What follows belongs to an exercise in optimizing a design on an open flow for a short achievable clock period and few clock cycles; a production flow would make more cautious choices. At most, simulation tests tie the RTL to the original design; equivalence was not proved. No activity file was given, so power comes from the tool's default toggle rates.

==> violet <==
// line_i_cache
module line_i_cache #(
    parameter int data_width  = 32,
    parameter int addr_width  = 32,
    parameter int entries     = 16,
    parameter int line_words  = 4,
    parameter int count_width = 32
) (
    input  logic                   clock,
    input  logic                   reset_n,
    input  logic                   flush,
    input  logic                   ir_addr_valid,
    output logic                   ir_addr_ready,
    input  logic [addr_width-1:0]  ir_addr,
    output logic                   ir_data_valid,
    input  logic                   ir_data_ready,
    output logic [data_width-1:0]  ir_data,
    output logic                   bus_ir_addr_valid,
    input  logic                   bus_ir_addr_ready,
    output logic [addr_width-1:0]  bus_ir_addr,
    input  logic                   bus_ir_data_valid,
    output logic                   bus_ir_data_ready,
    input  logic [data_width-1:0]  bus_ir_data,
    output logic [count_width-1:0] hit_count,
    output logic [count_width-1:0] miss_count
);
  ...
export LEC_CHECK = 0
export ABC_CLOCK_PERIOD_IN_PS = 1800
export CAP_MARGIN = 20
export CORE_MARGIN = 2
export CORE_UTILIZATION = 55
export CTS_CLUSTER_DIAMETER = 100
export CTS_CLUSTER_SIZE = 30
export PLACE_DENSITY = 0.65
export SETUP_SLACK_MARGIN = 4.2
export SLEW_MARGIN = 20
export TNS_END_PERCENT = 10
create_clock -name core_clock -period 6.0 [get_ports {clock}]
run.sh (not shown) runs the stock make flow with config.mk's settings and CLKGATE_MAP_FILE= SYNTH_SCRIPT=/design/flow/synth_recipe.tcl, a recipe that flattens the netlist after the stock synthesis.
==> harbor (differences from violet) <==
--- a/flow/design.v
+++ b/flow/design.v
@@ -254,19 +254,18 @@
         end else begin
             if (pop)                out_v <= 1'b1;
             else if (ir_data_ready) out_v <= 1'b0;
             if (pop)  q_head <= {q_head[QD-2:0], q_head[QD-1]};
             if (c_v)  q_tail <= {q_tail[QD-2:0], q_tail[QD-1]};
             q_occ <= (q_occ & ~(pop ? q_head : '0)) | (c_v ? q_tail : '0);
         end
     end
-    always_ff @(posedge clock or negedge reset_n) begin
-        if (!reset_n)  out_d <= '0;
-        else if (pop)  out_d <= head_dv ? head_data : bd_d;
+    always_ff @(posedge clock) begin
+        if (pop) out_d <= head_dv ? head_data : bd_d;
     end
     logic                  bav;
     logic [addr_width-1:0] bad;
     logic                  have, adv;
     logic [addr_width-1:0] iss_a, ret_a;
     always_comb begin
         iss_a = '0;
         ret_a = '0;
@@ -291,19 +290,19 @@
                 iss_pos <= iss_pos + 1'b1;
                 if (iss_pos == OFF_W'(line_words - 1)) begin
                     iss_rid <= iss_rid + 1'b1;
                     iss_oh  <= {iss_oh[RD-2:0], iss_oh[RD-1]};
                 end
             end
         end
     end
-    always_ff @(posedge clock or negedge reset_n) begin
-        if (!reset_n)          bad <= '0;
-        else if (adv && have)  bad <= {iss_a[addr_width-1:OFF_W], iss_a[OFF_W-1:0] + iss_pos};
+    always_ff @(posedge clock) begin
+        if (adv && have)
+            bad <= {iss_a[addr_width-1:OFF_W], iss_a[OFF_W-1:0] + iss_pos};
     end
     logic [OFF_W-1:0] ret_w;
     assign ret_w = ret_a[OFF_W-1:0] + ret_pos;
     assign bus_ir_data_ready = 1'b1;
     always_ff @(posedge clock or negedge reset_n) begin
         if (!reset_n) begin
             bd_v    <= 1'b0;
             ret_rid <= '0;
==> flow/config.mk (replaced) <==
export PLATFORM = sky130hd
export DESIGN_NAME = line_i_cache
export DESIGN_NICKNAME = line_i_cache
export VERILOG_FILES = /design/flow/design.v
export SDC_FILE = /design/flow/constraint.sdc
export NUM_CORES = 4
export LEC_CHECK = 0
export ABC_CLOCK_PERIOD_IN_PS = 1800
export CAP_MARGIN = 20
export CORE_MARGIN = 2
export CORE_UTILIZATION = 45
export PLACE_DENSITY = 0.6
export SETUP_SLACK_MARGIN = 4.2
export SLEW_MARGIN = 20
export TNS_END_PERCENT = 10
==> indigo (differences from violet) <==
--- a/flow/design.v
+++ b/flow/design.v
@@ -30,24 +30,25 @@
     localparam int TAG_W  = addr_width - SLOT_W;
     localparam int QD     = 10;               
     localparam int RD     = 16;               
     localparam int RW     = $clog2(RD);
     localparam int SEQ_W  = RW + OFF_W;
     localparam int NGRP   = 4;                
     localparam int GSZ    = NSLOT / NGRP;
     logic                  rdy_q;
+    logic                  nrdy_i;            
     logic                  a_v, a_fl;
     logic [addr_width-1:0] a_addr;
     logic [NSLOT-1:0]      a_soh;             
     logic [entries-1:0]    a_loh;             
     logic                  acc;
     logic                  pop;
     assign ir_addr_ready = rdy_q;
-    assign acc = ir_addr_valid && rdy_q;
+    assign acc = ir_addr_valid && !nrdy_i;
     always_ff @(posedge clock or negedge reset_n) begin
         if (!reset_n) begin
             a_v  <= 1'b0;
             a_fl <= 1'b0;
         end else begin
             a_v  <= acc;
             a_fl <= flush;
         end
@@ -59,44 +60,52 @@
     end
     logic [QD-1:0] occ_t;
     logic          occ_up, occ_dn;
     assign occ_up = acc && !pop;
     assign occ_dn = pop && !acc;
     always_ff @(posedge clock or negedge reset_n) begin
         if (!reset_n) begin
             occ_t <= '0;
-            rdy_q <= 1'b1;
         end else begin
             if (occ_up)      occ_t <= {occ_t[QD-2:0], 1'b1};
             else if (occ_dn) occ_t <= {1'b0, occ_t[QD-1:1]};
-            rdy_q <= occ_up ? !occ_t[QD-2] : (occ_dn ? 1'b1 : !occ_t[QD-1]);
         end
     end
+    logic rdy_nx;
+    assign rdy_nx = occ_up ? !occ_t[QD-2] : (occ_dn ? 1'b1 : !occ_t[QD-1]);
+    always_ff @(posedge clock) begin
+        rdy_q  <= rdy_nx;
+        nrdy_i <= !rdy_nx;
+    end
     logic [entries-1:0]    vb;
     logic [TAG_W-1:0]      tag_mem    [entries];
     logic [RW-1:0]         line_rid   [entries];    
     logic [OFF_W-1:0]      line_start [entries];    
     logic [NSLOT-1:0]      pres;                    
     logic [data_width-1:0] data_mem   [NSLOT];
     logic [addr_width-1:0] rf         [RD];         
     logic [RW-1:0]         alloc_rid, iss_rid, ret_rid;
     logic [RD-1:0]         iss_oh, ret_oh;          
     logic [OFF_W-1:0]      iss_pos, ret_pos;
     logic                  bd_v;
     logic [data_width-1:0] bd_d;
+    logic [data_width-1:0] bd_dg [NGRP];            
     logic [RW-1:0]         bd_rid;
     logic [OFF_W-1:0]      bd_pos;
     logic [SEQ_W-1:0]      bd_seq;
     logic [IDX_W-1:0]      bd_idx;
     logic [OFF_W-1:0]      bd_w;
     logic [SLOT_W-1:0]     bd_slot;
     logic [NSLOT-1:0]      bd_soh;
     logic [entries-1:0]    bd_loh;
     logic                  bd_latest;               
+    logic                  wr_v;                    
+    logic [SLOT_W-1:0]     wr_slot;
+    logic [NSLOT-1:0]      wr_soh;
     assign bd_seq  = {bd_rid, bd_pos};
     assign bd_slot = {bd_idx, bd_w};
     always_comb begin
         bd_latest = 1'b0;
         for (int i = 0; i < entries; i++)
             bd_latest = bd_latest | (bd_loh[i] && line_rid[i] == bd_rid);
     end
     logic                  b_v, b_hit, b_pres, b_fwd;
@@ -133,17 +142,18 @@
         pres_rd = |(pres & a_soh);
     end
     assign fwd      = b_v && (b_idx == a_idx);
     assign fwd_miss = fwd && !b_hit;
     assign hit_fwd  = (b_tag == a_tag);
     assign l1_hit   = !a_fl && (fwd ? hit_fwd : hit_mem);
     assign l1_rid   = fwd_miss ? alloc_rid : rid_rd;
     assign l1_start = fwd_miss ? b_off : start_rd;
-    assign l1_pres  = !fwd_miss && (pres_rd || (bd_v && bd_latest && bd_slot == a_slot));
+    assign l1_pres  = !fwd_miss && (pres_rd || (bd_v && bd_latest && bd_slot == a_slot) ||
+                                    (wr_v && wr_slot == a_slot));
     always_ff @(posedge clock or negedge reset_n) begin
         if (!reset_n) b_v <= 1'b0;
         else          b_v <= a_v;
     end
     always_ff @(posedge clock) begin
         b_addr  <= a_addr;
         b_loh   <= a_loh;
         b_hit   <= l1_hit;
@@ -177,138 +187,181 @@
         rf[alloc_rid] <= b_addr;
         for (int i = 0; i < entries; i++) begin
             if (miss && b_loh[i]) begin
                 line_rid[i]   <= alloc_rid;
                 line_start[i] <= b_off;
             end
         end
         for (int k = 0; k < NSLOT; k++) begin
-            if (bd_v && bd_soh[k]) data_mem[k] <= bd_d;
+            if (bd_v && bd_soh[k]) data_mem[k] <= bd_dg[k / GSZ];
             if (miss && b_loh[k / line_words])
                 pres[k] <= 1'b0;
-            else if (bd_v && bd_latest && bd_soh[k])
+            else if (wr_v && wr_soh[k])
                 pres[k] <= 1'b1;
         end
     end
     logic [data_width-1:0] arr_rd;
     always_comb begin
         arr_rd = '0;
         for (int g = 0; g < NGRP; g++) arr_rd = arr_rd | b_grp[g];
         if (b_fwd) arr_rd = b_fwd_d;
     end
-    logic                  c_v, c_dv;
+    logic                  c_v, c_dv, c_em;
     logic [SEQ_W-1:0]      c_need;
     logic [data_width-1:0] c_data;
     always_ff @(posedge clock or negedge reset_n) begin
         if (!reset_n) c_v <= 1'b0;
         else          c_v <= b_v;
     end
     always_ff @(posedge clock) begin
         c_need <= b_hit ? b_hseq : {alloc_rid, {OFF_W{1'b0}}};
+        c_em   <= (b_hit ? b_hseq : {alloc_rid, {OFF_W{1'b0}}}) == {ret_rid, ret_pos};
         c_dv   <= b_hit && (b_pres || (bd_v && bd_seq == b_hseq));
         c_data <= b_pres ? arr_rd : bd_d;
     end
     logic [QD-1:0]         q_head, q_tail;      
     logic [QD-1:0]         q_occ, q_dv, q_rdy;
+    logic [QD-1:0]         q_em;                
     logic [data_width-1:0] q_data [QD];
     logic [SEQ_W-1:0]      q_need [QD];
     logic                  new_dv;
     logic [data_width-1:0] new_data;
-    assign new_dv   = c_dv || (bd_v && bd_seq == c_need);
+    assign new_dv   = c_dv || (bd_v && c_em);
     assign new_data = c_dv ? c_data : bd_d;
     always_comb begin
         for (int i = 0; i < QD; i++)
-            q_rdy[i] = q_dv[i] || (bd_v && bd_seq == q_need[i]);
+            q_rdy[i] = q_dv[i] || (bd_v && q_em[i]);
+    end
+    always_ff @(posedge clock) begin
+        for (int i = 0; i < QD; i++)
+            q_em[i] <= ((c_v && q_tail[i]) ? c_need : q_need[i]) == {ret_rid, ret_pos};
     end
     always_ff @(posedge clock) begin
         for (int i = 0; i < QD; i++) begin
             if (c_v && q_tail[i]) begin
                 q_need[i] <= c_need;
                 q_dv[i]   <= new_dv;
                 q_data[i] <= new_data;
             end else if (!q_dv[i] && q_rdy[i]) begin
                 q_dv[i]   <= 1'b1;
                 q_data[i] <= bd_d;
             end
         end
     end
     logic                  out_v;
+    logic                  nout_v;            
     logic [data_width-1:0] out_d;
     logic                  head_ok, head_dv;
     logic [data_width-1:0] head_data;
     assign head_ok = |(q_head & q_occ & q_rdy);
     assign head_dv = |(q_head & q_dv);
     always_comb begin
         head_data = '0;
         for (int i = 0; i < QD; i++)
             head_data = head_data | (q_data[i] & {data_width{q_head[i]}});
     end
-    assign pop = head_ok && (!out_v || ir_data_ready);
+    assign pop = head_ok && (nout_v || ir_data_ready);
     assign ir_data_valid = out_v;
     assign ir_data       = out_d;
+    logic out_v_nx;
+    assign out_v_nx = pop || (!nout_v && !ir_data_ready);
     always_ff @(posedge clock or negedge reset_n) begin
         if (!reset_n) begin
             out_v  <= 1'b0;
+            nout_v <= 1'b1;
+        end else begin
+            out_v  <= out_v_nx;
+            nout_v <= !out_v_nx;
+        end
+    end
+    always_ff @(posedge clock or negedge reset_n) begin
+        if (!reset_n) begin
             q_head <= {{(QD-1){1'b0}}, 1'b1};
             q_tail <= {{(QD-1){1'b0}}, 1'b1};
             q_occ  <= '0;
         end else begin
-            if (pop)                out_v <= 1'b1;
-            else if (ir_data_ready) out_v <= 1'b0;
             if (pop)  q_head <= {q_head[QD-2:0], q_head[QD-1]};
             if (c_v)  q_tail <= {q_tail[QD-2:0], q_tail[QD-1]};
             q_occ <= (q_occ & ~(pop ? q_head : '0)) | (c_v ? q_tail : '0);
         end
     end
+    logic [data_width-1:0] out_h, out_nx;
+    assign out_nx = head_dv ? head_data : bd_d;
+    always_ff @(posedge clock) begin
+        if (pop) out_h <= out_nx;
+    end
     always_ff @(posedge clock or negedge reset_n) begin
-        if (!reset_n)  out_d <= '0;
-        else if (pop)  out_d <= head_dv ? head_data : bd_d;
+        if (!reset_n) out_d <= '0;
+        else          out_d <= pop ? out_nx : out_h;
     end
     logic                  bav;
+    logic                  nbav;              
     logic [addr_width-1:0] bad;
     logic                  have, adv;
     logic [addr_width-1:0] iss_a, ret_a;
     always_comb begin
         iss_a = '0;
         ret_a = '0;
         for (int r = 0; r < RD; r++) begin
             iss_a = iss_a | (rf[r] & {addr_width{iss_oh[r]}});
             ret_a = ret_a | (rf[r] & {addr_width{ret_oh[r]}});
         end
     end
-    assign have  = (iss_rid != alloc_rid);
-    assign adv   = !bav || bus_ir_addr_ready;
+    logic [RW-1:0] iss_rid_nx, alloc_rid_nx;
+    assign alloc_rid_nx = alloc_rid + {{(RW-1){1'b0}}, miss};
+    assign iss_rid_nx   = iss_rid + {{(RW-1){1'b0}},
+                                     adv && have && iss_pos == OFF_W'(line_words - 1)};
+    always_ff @(posedge clock or negedge reset_n) begin
+        if (!reset_n) have <= 1'b0;
+        else          have <= (iss_rid_nx != alloc_rid_nx);
+    end
+    assign adv   = nbav || bus_ir_addr_ready;
     assign bus_ir_addr_valid = bav;
     assign bus_ir_addr       = bad;
     always_ff @(posedge clock or negedge reset_n) begin
         if (!reset_n) begin
             bav     <= 1'b0;
+            nbav    <= 1'b1;
             iss_rid <= '0;
             iss_oh  <= {{(RD-1){1'b0}}, 1'b1};
             iss_pos <= '0;
         end else if (adv) begin
-            bav <= have;
+            bav  <= have;
+            nbav <= !have;
             if (have) begin
                 iss_pos <= iss_pos + 1'b1;
                 if (iss_pos == OFF_W'(line_words - 1)) begin
                     iss_rid <= iss_rid + 1'b1;
                     iss_oh  <= {iss_oh[RD-2:0], iss_oh[RD-1]};
                 end
             end
         end
     end
+    logic [addr_width-1:0] bad_h, bad_nx;
+    assign bad_nx = {iss_a[addr_width-1:OFF_W], iss_a[OFF_W-1:0] + iss_pos};
+    always_ff @(posedge clock) begin
+        if (adv && have) bad_h <= bad_nx;
+    end
     always_ff @(posedge clock or negedge reset_n) begin
-        if (!reset_n)          bad <= '0;
-        else if (adv && have)  bad <= {iss_a[addr_width-1:OFF_W], iss_a[OFF_W-1:0] + iss_pos};
+        if (!reset_n) bad <= '0;
+        else          bad <= (adv && have) ? bad_nx : bad_h;
     end
     logic [OFF_W-1:0] ret_w;
     assign ret_w = ret_a[OFF_W-1:0] + ret_pos;
     assign bus_ir_data_ready = 1'b1;
     always_ff @(posedge clock or negedge reset_n) begin
+        if (!reset_n) wr_v <= 1'b0;
+        else          wr_v <= bd_v && bd_latest && !(miss && |(b_loh & bd_loh));
+    end
+    always_ff @(posedge clock) begin
+        wr_slot <= bd_slot;
+        wr_soh  <= bd_soh;
+    end
+    always_ff @(posedge clock or negedge reset_n) begin
         if (!reset_n) begin
             bd_v    <= 1'b0;
             ret_rid <= '0;
             ret_oh  <= {{(RD-1){1'b0}}, 1'b1};
             ret_pos <= '0;
         end else begin
             bd_v <= bus_ir_data_valid;
             if (bus_ir_data_valid) begin
@@ -317,37 +370,54 @@
                     ret_rid <= ret_rid + 1'b1;
                     ret_oh  <= {ret_oh[RD-2:0], ret_oh[RD-1]};
                 end
             end
         end
     end
     always_ff @(posedge clock) begin
         bd_d   <= bus_ir_data;
+        for (int g = 0; g < NGRP; g++)
+            if (bus_ir_data_valid && ret_a[SLOT_W-1:SLOT_W-2] == g) bd_dg[g] <= bus_ir_data;
         bd_rid <= ret_rid;
         bd_pos <= ret_pos;
         bd_idx <= ret_a[SLOT_W-1:OFF_W];
         bd_w   <= ret_w;
         for (int k = 0; k < NSLOT; k++)   bd_soh[k] <= ({ret_a[SLOT_W-1:OFF_W], ret_w} == k);
         for (int i = 0; i < entries; i++) bd_loh[i] <= (ret_a[SLOT_W-1:OFF_W] == i);
     end
     logic k_hit, k_miss;
+    logic h_sat, m_sat;              
     logic [count_width-1:0] hit_inc, miss_inc;
+    logic [count_width-1:0] hc_n, mc_n;       
+    logic [count_width-1:0] hc, mc, hc_nx, mc_nx;
+    assign hc = ~hc_n;
+    assign mc = ~mc_n;
     always_comb begin
         for (int i = 0; i < count_width; i++) begin
-            hit_inc[i]  = hit_count[i]  ^ (&(hit_count  | ~({count_width{1'b1}} >> (count_width - i))));
-            miss_inc[i] = miss_count[i] ^ (&(miss_count | ~({count_width{1'b1}} >> (count_width - i))));
+            hit_inc[i]  = hc[i] ^ (&(hc | ~({count_width{1'b1}} >> (count_width - i))));
+            miss_inc[i] = mc[i] ^ (&(mc | ~({count_width{1'b1}} >> (count_width - i))));
         end
     end
+    assign hc_nx = (k_hit && !h_sat)  ? hit_inc  : hc;
+    assign mc_nx = (k_miss && !m_sat) ? miss_inc : mc;
     always_ff @(posedge clock or negedge reset_n) begin
         if (!reset_n) begin
             k_hit      <= 1'b0;
             k_miss     <= 1'b0;
+            h_sat      <= 1'b0;
+            m_sat      <= 1'b0;
             hit_count  <= '0;
             miss_count <= '0;
+            hc_n       <= '1;
+            mc_n       <= '1;
         end else begin
             k_hit  <= b_v && b_hit;
             k_miss <= miss;
-            if (k_hit && !(&hit_count))   hit_count  <= hit_inc;
-            if (k_miss && !(&miss_count)) miss_count <= miss_inc;
+            hit_count  <= hc_nx;
+            miss_count <= mc_nx;
+            hc_n       <= ~hc_nx;
+            mc_n       <= ~mc_nx;
+            if (k_hit && hc == {{(count_width-1){1'b1}}, 1'b0})  h_sat <= 1'b1;
+            if (k_miss && mc == {{(count_width-1){1'b1}}, 1'b0}) m_sat <= 1'b1;
         end
     end
 endmodule
--- a/flow/config.mk
+++ b/flow/config.mk
@@ -5,13 +5,13 @@
 export SDC_FILE = /design/flow/constraint.sdc
 export NUM_CORES = 4
 export LEC_CHECK = 0
 export ABC_CLOCK_PERIOD_IN_PS = 1800
 export CAP_MARGIN = 20
 export CORE_MARGIN = 2
 export CORE_UTILIZATION = 55
 export CTS_CLUSTER_DIAMETER = 100
-export CTS_CLUSTER_SIZE = 30
+export CTS_CLUSTER_SIZE = 24
 export PLACE_DENSITY = 0.65
 export SETUP_SLACK_MARGIN = 4.2
 export SLEW_MARGIN = 20
 export TNS_END_PERCENT = 10
==> comparison <==
indigo finished with timing, DRC and antenna clean. harbor reached the layout checks and failed them: antenna violations. violet finished with timing, DRC and antenna clean.
Core utilization: violet > indigo > harbor.
Against indigo, the combinational power of violet is smaller by 36%.
Design area, highest first: indigo, harbor, violet.
Hold slack, highest first: violet, harbor, indigo.
Area after synthesis: indigo > violet > harbor.
Non-clock buffer count, lowest first: indigo, harbor, violet.
Between harbor and indigo, the lower first-iteration DRC count is in harbor (gap about 9%, measured against indigo).
Testbench counts of indigo, summed over its fixed seeds: cycles 16,115.
The RTL of violet and harbor was laid out without a check of its function.

## what the ideal ports hide
Ports are ideal in the flow. The routed layouts listed here were re-timed in OpenROAD.
Step 1: set_driving_cell puts a clkbuf_16 on clock and a buf_2 on each other input, an assumption about the parent block.
Step 2 adds t to the input delays and takes it off the output delays; t is the mean of the earliest and latest rising clock arrival at the registers after step 1. Input paths then give back, and output paths get back, about the clock's delay inside the block.
Slacks: no drivers / after step 1 / after step 2; pairs: no drivers / after step 1.
run	t, ns	setup WS [ns]	worst setup path after step 2	worst register clock-pin slew, ns	worst slew at a driven data input, ns
violet	1.008	3.213 / 3.105 / 2.612	input to register	0.12 / 0.12	0.26
harbor	1.064	3.191 / 3.086 / 2.481	input to register	0.07 / 0.07	0.29
indigo	1.046	3.226 / 3.122 / 2.680	input to register	0.11 / 0.11	0.25
For harbor, which loses most, drivers alone change the setup slack by -0.105 ns; drivers and shift together by -0.710 ns.
